This design comes from an exercise in tuning for small area and a short achievable clock period on the open sky130 flow, not from production work. Function not checked in this run: the RTL went through the layout flow alone.

[design.v]
package bps_pkg;
  localparam int RankBits    = 15;
  localparam int StepBits    = 17;
  localparam int BlockBits   = 16;
  localparam int LogBits     = 4;
  localparam int CfgIdxBits  = 1;
  localparam int CfgDataBits = 16;
endpackage
module binomial_pipeline_schedule (
  input  logic                              clk_i,
  input  logic                              rst_ni,
  input  logic                              start_i,
  output logic                              busy_o,
  input  logic                              req_type_i,
  input  logic [bps_pkg::RankBits-1:0]      rank_i,
  input  logic [bps_pkg::StepBits-1:0]      step_i,
  input  logic                              cfg_we_i,
  input  logic [bps_pkg::CfgIdxBits-1:0]    cfg_idx_i,
  input  logic [bps_pkg::CfgDataBits-1:0]   cfg_wdata_i,
  output logic                              valid_o,
  output logic                              transfer_valid_o,
  output logic [bps_pkg::RankBits-1:0]      peer_rank_o,
  output logic [bps_pkg::BlockBits-1:0]     block_index_o,
  output logic [bps_pkg::StepBits-1:0]      forged_index_o
);
  function automatic logic [3:0] dstep(input logic [3:0] r, input logic b, input logic [3:0] l);
    logic [4:0] t;
    logic [5:0] d;
    t = {r, b};
    d = {1'b0, t} - {2'b0, l};
    dstep = d[5] ? t[3:0] : d[3:0];
  endfunction
  assign busy_o = 1'b0;
  logic [3:0]  l_q;
  logic [15:0] last_q;
  logic        zb_q;
  always_ff @(posedge clk_i or negedge rst_ni) begin
    if (!rst_ni) begin
      l_q    <= 4'd1;
      last_q <= 16'd0;
      zb_q   <= 1'b0;
    end else if (cfg_we_i) begin
      if (cfg_idx_i == 1'b0) begin
        l_q <= (cfg_wdata_i[3:0] == 4'd0) ? 4'd1 : cfg_wdata_i[3:0];
      end else begin
        last_q <= (cfg_wdata_i == 16'd0) ? 16'd0 : cfg_wdata_i - 16'd1;
        zb_q   <= (cfg_wdata_i == 16'd0);
      end
    end
  end
  logic v1_q, v2_q, v3_q, v4_q, v5_q;
  always_ff @(posedge clk_i or negedge rst_ni) begin
    if (!rst_ni) begin
      v1_q    <= 1'b0;
      v2_q    <= 1'b0;
      v3_q    <= 1'b0;
      v4_q    <= 1'b0;
      v5_q    <= 1'b0;
      valid_o <= 1'b0;
    end else begin
      v1_q    <= start_i;
      v2_q    <= v1_q;
      v3_q    <= v2_q;
      v4_q    <= v3_q;
      v5_q    <= v4_q;
      valid_o <= v5_q;
    end
  end
  logic        req1_q, req2_q, req3_q, req4_q;
  logic [14:0] rank1_q, rank2_q, rank3_q, rank4_q;
  logic [16:0] s1_q, s2_q, s3_q, s4_q;
  logic [3:0]  r2_q, r3_q, si4_q;
  logic [3:0] r2_d, r3_d, si4_d;
  always_comb begin
    r2_d = 4'd0;
    for (int i = 16; i >= 10; i--) r2_d = dstep(r2_d, s1_q[i], l_q);
    r3_d = r2_q;
    for (int i = 9; i >= 5; i--) r3_d = dstep(r3_d, s2_q[i], l_q);
    si4_d = r3_q;
    for (int i = 4; i >= 0; i--) si4_d = dstep(si4_d, s3_q[i], l_q);
  end
  always_ff @(posedge clk_i) begin
    req1_q  <= req_type_i;
    rank1_q <= rank_i;
    s1_q    <= step_i;
    req2_q  <= req1_q;
    rank2_q <= rank1_q;
    s2_q    <= s1_q;
    r2_q    <= r2_d;
    req3_q  <= req2_q;
    rank3_q <= rank2_q;
    s3_q    <= s2_q;
    r3_q    <= r3_d;
    req4_q  <= req3_q;
    rank4_q <= rank3_q;
    s4_q    <= s3_q;
    si4_q   <= si4_d;
  end
  logic [14:0] onehot, above, below, other;
  logic        rot0, any_a, any_b, recv_nz;
  logic [4:0]  pa, pb, x, m, wrapx;
  logic [3:0]  idx, idxp, first, gc;
  logic [17:0] g;
  logic        kill;
  always_comb begin
    onehot = 15'd1 << si4_q;
    above  = '0;
    below  = '0;
    for (int j = 0; j < 15; j++) begin
      above[j] = rank4_q[j] && (4'(j) > si4_q);
      below[j] = rank4_q[j] && (4'(j) < si4_q);
    end
    other   = rank4_q ^ onehot;
    rot0    = rank4_q[si4_q] ^ !req4_q;
    any_a   = |above;
    any_b   = |below;
    recv_nz = rot0 || any_a || any_b;
    pa = 5'd31;
    for (int j = 14; j >= 0; j--) if (above[j]) pa = 5'(j);
    pb = 5'd0;
    for (int j = 14; j >= 0; j--) if (below[j]) pb = 5'(j);
    x     = any_b ? pb : {1'b0, si4_q};
    wrapx = x + {1'b0, l_q};
    m     = (pa < wrapx) ? pa : wrapx;
    idx   = 4'(m - {1'b0, si4_q});
    idxp  = rot0 ? idx : 4'd0;
    first = any_b ? pb[3:0] : (rot0 ? si4_q : pa[3:0]);
    g     = {2'b0, last_q} + {14'b0, l_q} - {1'b0, s4_q};
    kill  = $signed(g) <= $signed({17'b0, zb_q});
    gc    = (g[17:4] != '0) ? 4'd15 : g[3:0];
  end
  logic        pre5_q;
  logic [14:0] peer5_q;
  logic [3:0]  idxp5_q, gc5_q, first5_q;
  logic [16:0] s5_q;
  always_ff @(posedge clk_i) begin
    pre5_q   <= recv_nz && !kill;
    peer5_q  <= other;
    idxp5_q  <= idxp;
    gc5_q    <= gc;
    first5_q <= first;
    s5_q     <= s4_q;
  end
  logic [17:0] f;
  logic        ok, clamp, eq;
  logic [15:0] blk, forged;
  always_comb begin
    f      = {1'b0, s5_q} - {14'b0, l_q} + {14'b0, idxp5_q};
    ok     = pre5_q && !f[17];
    clamp  = idxp5_q > gc5_q;
    eq     = (f == {14'b0, first5_q});
    blk    = clamp ? last_q : f[15:0];
    forged = (clamp && !eq) ? last_q : f[15:0];
  end
  always_ff @(posedge clk_i) begin
    transfer_valid_o <= ok;
    peer_rank_o      <= ok ? peer5_q : '0;
    block_index_o    <= ok ? blk : '0;
    forged_index_o   <= {1'b0, ok ? forged : 16'd0};
  end
endmodule
[run.sh]
#!/bin/bash
# synth_recipe.tcl (not shown) runs the flow's synth.tcl, then flattens the netlist and writes it again
# the make line also repeats each setting of config.mk as NAME=value (left out here)
make -C /OpenROAD-flow-scripts/flow DESIGN_CONFIG=/design/flow/config.mk WORK_HOME=/design/flow/orfs CLKGATE_MAP_FILE= SYNTH_SCRIPT=/design/flow/synth_recipe.tcl finish
[config.mk]
export PLATFORM = sky130hd
export DESIGN_NAME = binomial_pipeline_schedule
export DESIGN_NICKNAME = binomial_pipeline_schedule
export VERILOG_FILES = /design/flow/design.v
export SDC_FILE = /design/flow/constraint.sdc
export NUM_CORES = 4
export LEC_CHECK = 0
export CAP_MARGIN = 20
export CORE_MARGIN = 2
export CORE_UTILIZATION = 40
export SLEW_MARGIN = 20
[constraint.sdc]
create_clock -name core_clock -period 7.0 [get_ports {clk_i}]
set_input_delay 1.4000 -clock core_clock [delete_from_list [all_inputs] [get_ports {clk_i}]]
set_output_delay 1.4000 -clock core_clock [all_outputs]
set_load 0.01 [all_outputs]
==> metrics.md <==
| Metric | Value |
|---|---|
| Cells after Synth | 1,355 |
| Ys flop type | dfxtp_1 |
| Worst hold slack | 324 ps |
| ANT nets after route | 0 |
| Final instance area | 17,100 µm² |
| R2R depth | 46 |
| CTS Hold Buffers Added | 0 |
| DR pass1 iterations | 5 |
| Die area | 34,200 µm² |
| Unrepaired setup endpoints after global routing | yes |
| # port buffers | 102 |
| Clock Sinks | 264 |
| MaxCap Viol Count | 0 |
| Max Buffers Root-to-Sink | 3 |
| Most frequent CP cell | buf_4 |
| Root Driver | clkbuf_16 |
| Startpoint types | flip-flop |
| Tightest Hold Check Type | reg -> reg |
| R2r setup slk | -1450 ps |
| Multi-input logic area | 7460 µm² |
| Mean Syn Cell Area | 9.67 µm² |
| Register area | 5430 µm² |
| Die width | 185 µm |
| Largest net degree at the start of global routing | 28 |
| CP max stage delay | 560 ps |
| # setup viols final | 12 |
| First-pass GRT wire length | 49,400 µm |
| Count of cell types in the netlist | 77 |
| Vias | 10,109 |
| Register area share after synthesis | 0.414 |
| Number of CTS-inserted buffers | 29 |
| #FFs+latches synth | 264 |
| Max-slew violations | 0 |
| Yosys warns | 1 |
| Initial antenna violation count | 1 |
| Hold Path Depth | 0 |
| Relative slew margins | 0.464 |
| DP Cell Count | 1,987 |
| Cell Rows | 66 |
| Worst Path Arrival | 8890 ps |
| Setup Crit Path Kind | reg -> reg |
| Routability Congestion | 0.910 |
| CP max stage cell | dfstp_2 |
| H-tree levels | 1 |
| Share of layout cells above drive strength 1 | 0.185 |
| DR WL/cell | 14.6 µm |
| Top cell family by delay on the critical path | compound AO/OA/AOI/OAI gates |
| Actual slew at the worst max-slew pin | 793 ps |
| Achievable frequency | 0.118 GHz |
| Remaining Overflow, GRT | 0 |
| Post-Syn Area | 13,100 µm² |
| Clock latency (worst-skew pair) | 560 ps |
| Net count, final | 1,813 |
| Reg2reg end | r2_q[2] |
| Final wirelength | 30,100 µm |
| Fraction of the cycle the final worst path needs | 1.21 |
| Crit Path Max Fanout | 6 |
| CTS tree | done |
| Fillers | 2,947 |
| Vias in the first global route | 9,892 |
| Die outline height | 185 µm |
| DR iter-0 viols | 538 |
| Final Critical Period | 8450 ps |
| # IOs | 105 |
| Initial Utilization | 0.405 |
| Critical Path Sink Type | flip-flop |
| Status | finished with violations |
| Vias per inst | 4.89 |
| Post-DP Area | 15,700 µm² |
| Setup WS post-layout | -1450 ps |
| Clock Pin Slew Worst Setup and Hold Paths | 60 ps |
| Hold worst-path end | rank3_q[12] |
| Area Overhead vs Synth | 30.2% |
| Setup Skew | 13.3 ps |
| CP Data Required Time | 7450 ps |
| Final Hold Viols | 0 |
| HP Start | rank2_q[12] |
| Worst path bufs/invs | 12 |
| Core Area | 32,400 µm² |
| Asr flop ratio synth | 0.102 |
| Blocking Checks | negative setup slack |
| Fin cells | 2,066 |
| Diode count | 0 |
| Reg2reg start | l_q[0] |
| EDFF count, synth | 0 |
| Drc violations | 0 |
| GRT Total Usage | 0.178 |
| DP HPWL | 22,800 µm |
| Setup_tns | -9070 ps |
==> sequential cells by signal, summed over array words and instances, names as in the netlist, 16 cells and up <==
name            count
forged_index_o     16
s2_q               17
s5_q               17
s3_q               17
block_index_o      16
last_q             16
s1_q               17
s4_q               17
==> area by class of cell <==
cell class / instances / area share
flip-flops and latches: 264 / 0.318
clock buffers: 36 / 0.0477
well taps: 442 / 0.0324
clock inverters: 18 / 0.0106
multi-input cells: 924 / 0.437
repair buffers: 248 / 0.124
inverters: 134 / 0.0298
==> cells in the mapped netlist, drive strengths merged (10+ instances only) <==
cell,n,share of area
mux2i,37,0.028
a21oi,89,0.035
dfrtp,26,0.050
o211ai,10,0.0072
a21o,27,0.015
ha,132,0.13
dfxtp,237,0.36
mux2,24,0.021
o21ai,69,0.026
nand2b,18,0.0086
clkbuf,27,0.0077
xnor2,38,0.026
nor3,24,0.0092
and3,18,0.0086
inv,132,0.038
fa,26,0.040
nand3,20,0.0076
xor2,46,0.031
nor2b,19,0.0091
nand2,82,0.023
nor2,104,0.030
==> per-stage QoR <==
step / util / worst slack, ps
after CTS: 0.523 / -1410
after global placement: 0.486 / -1430
final: 0.527 / -1450
after floorplan: - / -2040
after detailed placement: 0.486 / -1700
after global routing: 0.527 / -1840
==> worst max-delay path by stage <==
stage / from / end / depth (start not counted)
finish: l_q[0] / r2_q[2] / 46
floorplan: l_q[1] / r2_q[1] / 43
global placement: l_q[0] / r2_q[1] / 41
CTS: l_q[0] / r2_q[2] / 45
detailed placement: l_q[0] / r2_q[1] / 43
global route: l_q[0] / r2_q[2] / 45
==> cell families (layout without fill, tap and decap cells) <==
| family | after synthesis | count (layout) | synth area share |
|---|---|---|---|
| buffers and inverters | 169 | 436 | 0.0502 |
| DFF | 264 | 264 | 0.414 |
| xor gates and xnor gates | 84 | 84 | 0.0567 |
| adders and majority gates | 158 | 158 | 0.166 |
| muxes | 63 | 63 | 0.0529 |
| AOI/OAI and AO/OA | 284 | 284 | 0.139 |
| other | 1 | 3 | 0.000286 |
| and+or+nand+nor | 332 | 332 | 0.121 |
==> worst register-to-register path: cells and delay by family (launching register included) <==
family,cells,cell delay (ps)
compound gates,11,1950
xor+xnor,1,150
fa+ha+maj,7,1470
buf+inv,12,1320
flops,1,560
mux,6,1740
simple gates,9,1130
==> placed cells by master, fill, tap and decap left out, types with 31 or more instances in the layout <==
cell type	Yosys	final
xnor2_1	37	37
a21oi_1	87	79
xor2_1	46	46
nor2_1	104	102
inv_1	132	125
clkdlybuf4s50_1	0	102
clkbuf_16	0	31
mux2i_1	37	32
o21ai_0	67	51
nand2_1	82	78
dfxtp_1	237	236
ha_1	132	121
buf_4	2	146
==> repair_timing <==
action	in CTS	in global routing
resized for setup	15	14
setup endpoints to repair	12	12
pin swaps	24	22
buffers inserted	17	8
==> metal layers <==
layer | GRT usage | vias to the layer above | wire [µm] | share of wire
met5 | 0 | - | 0 | 0
li1 | - | 5155 | - | -
met4 | 0.0470 | 0 | 614 | 0.020
met1 | 0.249 | 4665 | 14700 | 0.49
met2 | 0.289 | 248 | 13300 | 0.44
met3 | 0.0263 | 41 | 1490 | 0.049

==> static timing again, ports no longer ideal <==
In the flow no input, the clock included, has a driving cell. The finished layout below was timed again as built, in two steps.
Step 1, drivers: a clkbuf_16 drives clk_i and a buf_2 each remaining input, both assumed.
Step 2 moves the port delays by t, midway between the first and last clock arrival at a register: inputs arrive t later, outputs are due t later. That takes back most of the time a late clock gives input paths.
Three values: ideal, step 1, step 2; two values: the first two.
t (ns): 0.603
setup slack, ns: -1.445 / -1.445 / -1.445
worst register clock-pin slew, ns: 0.07 / 0.07
pins driven straight from the clock port: 1
For this run, drivers alone change the setup slack by 0.000 ns; drivers and shift together by 0.000 ns.
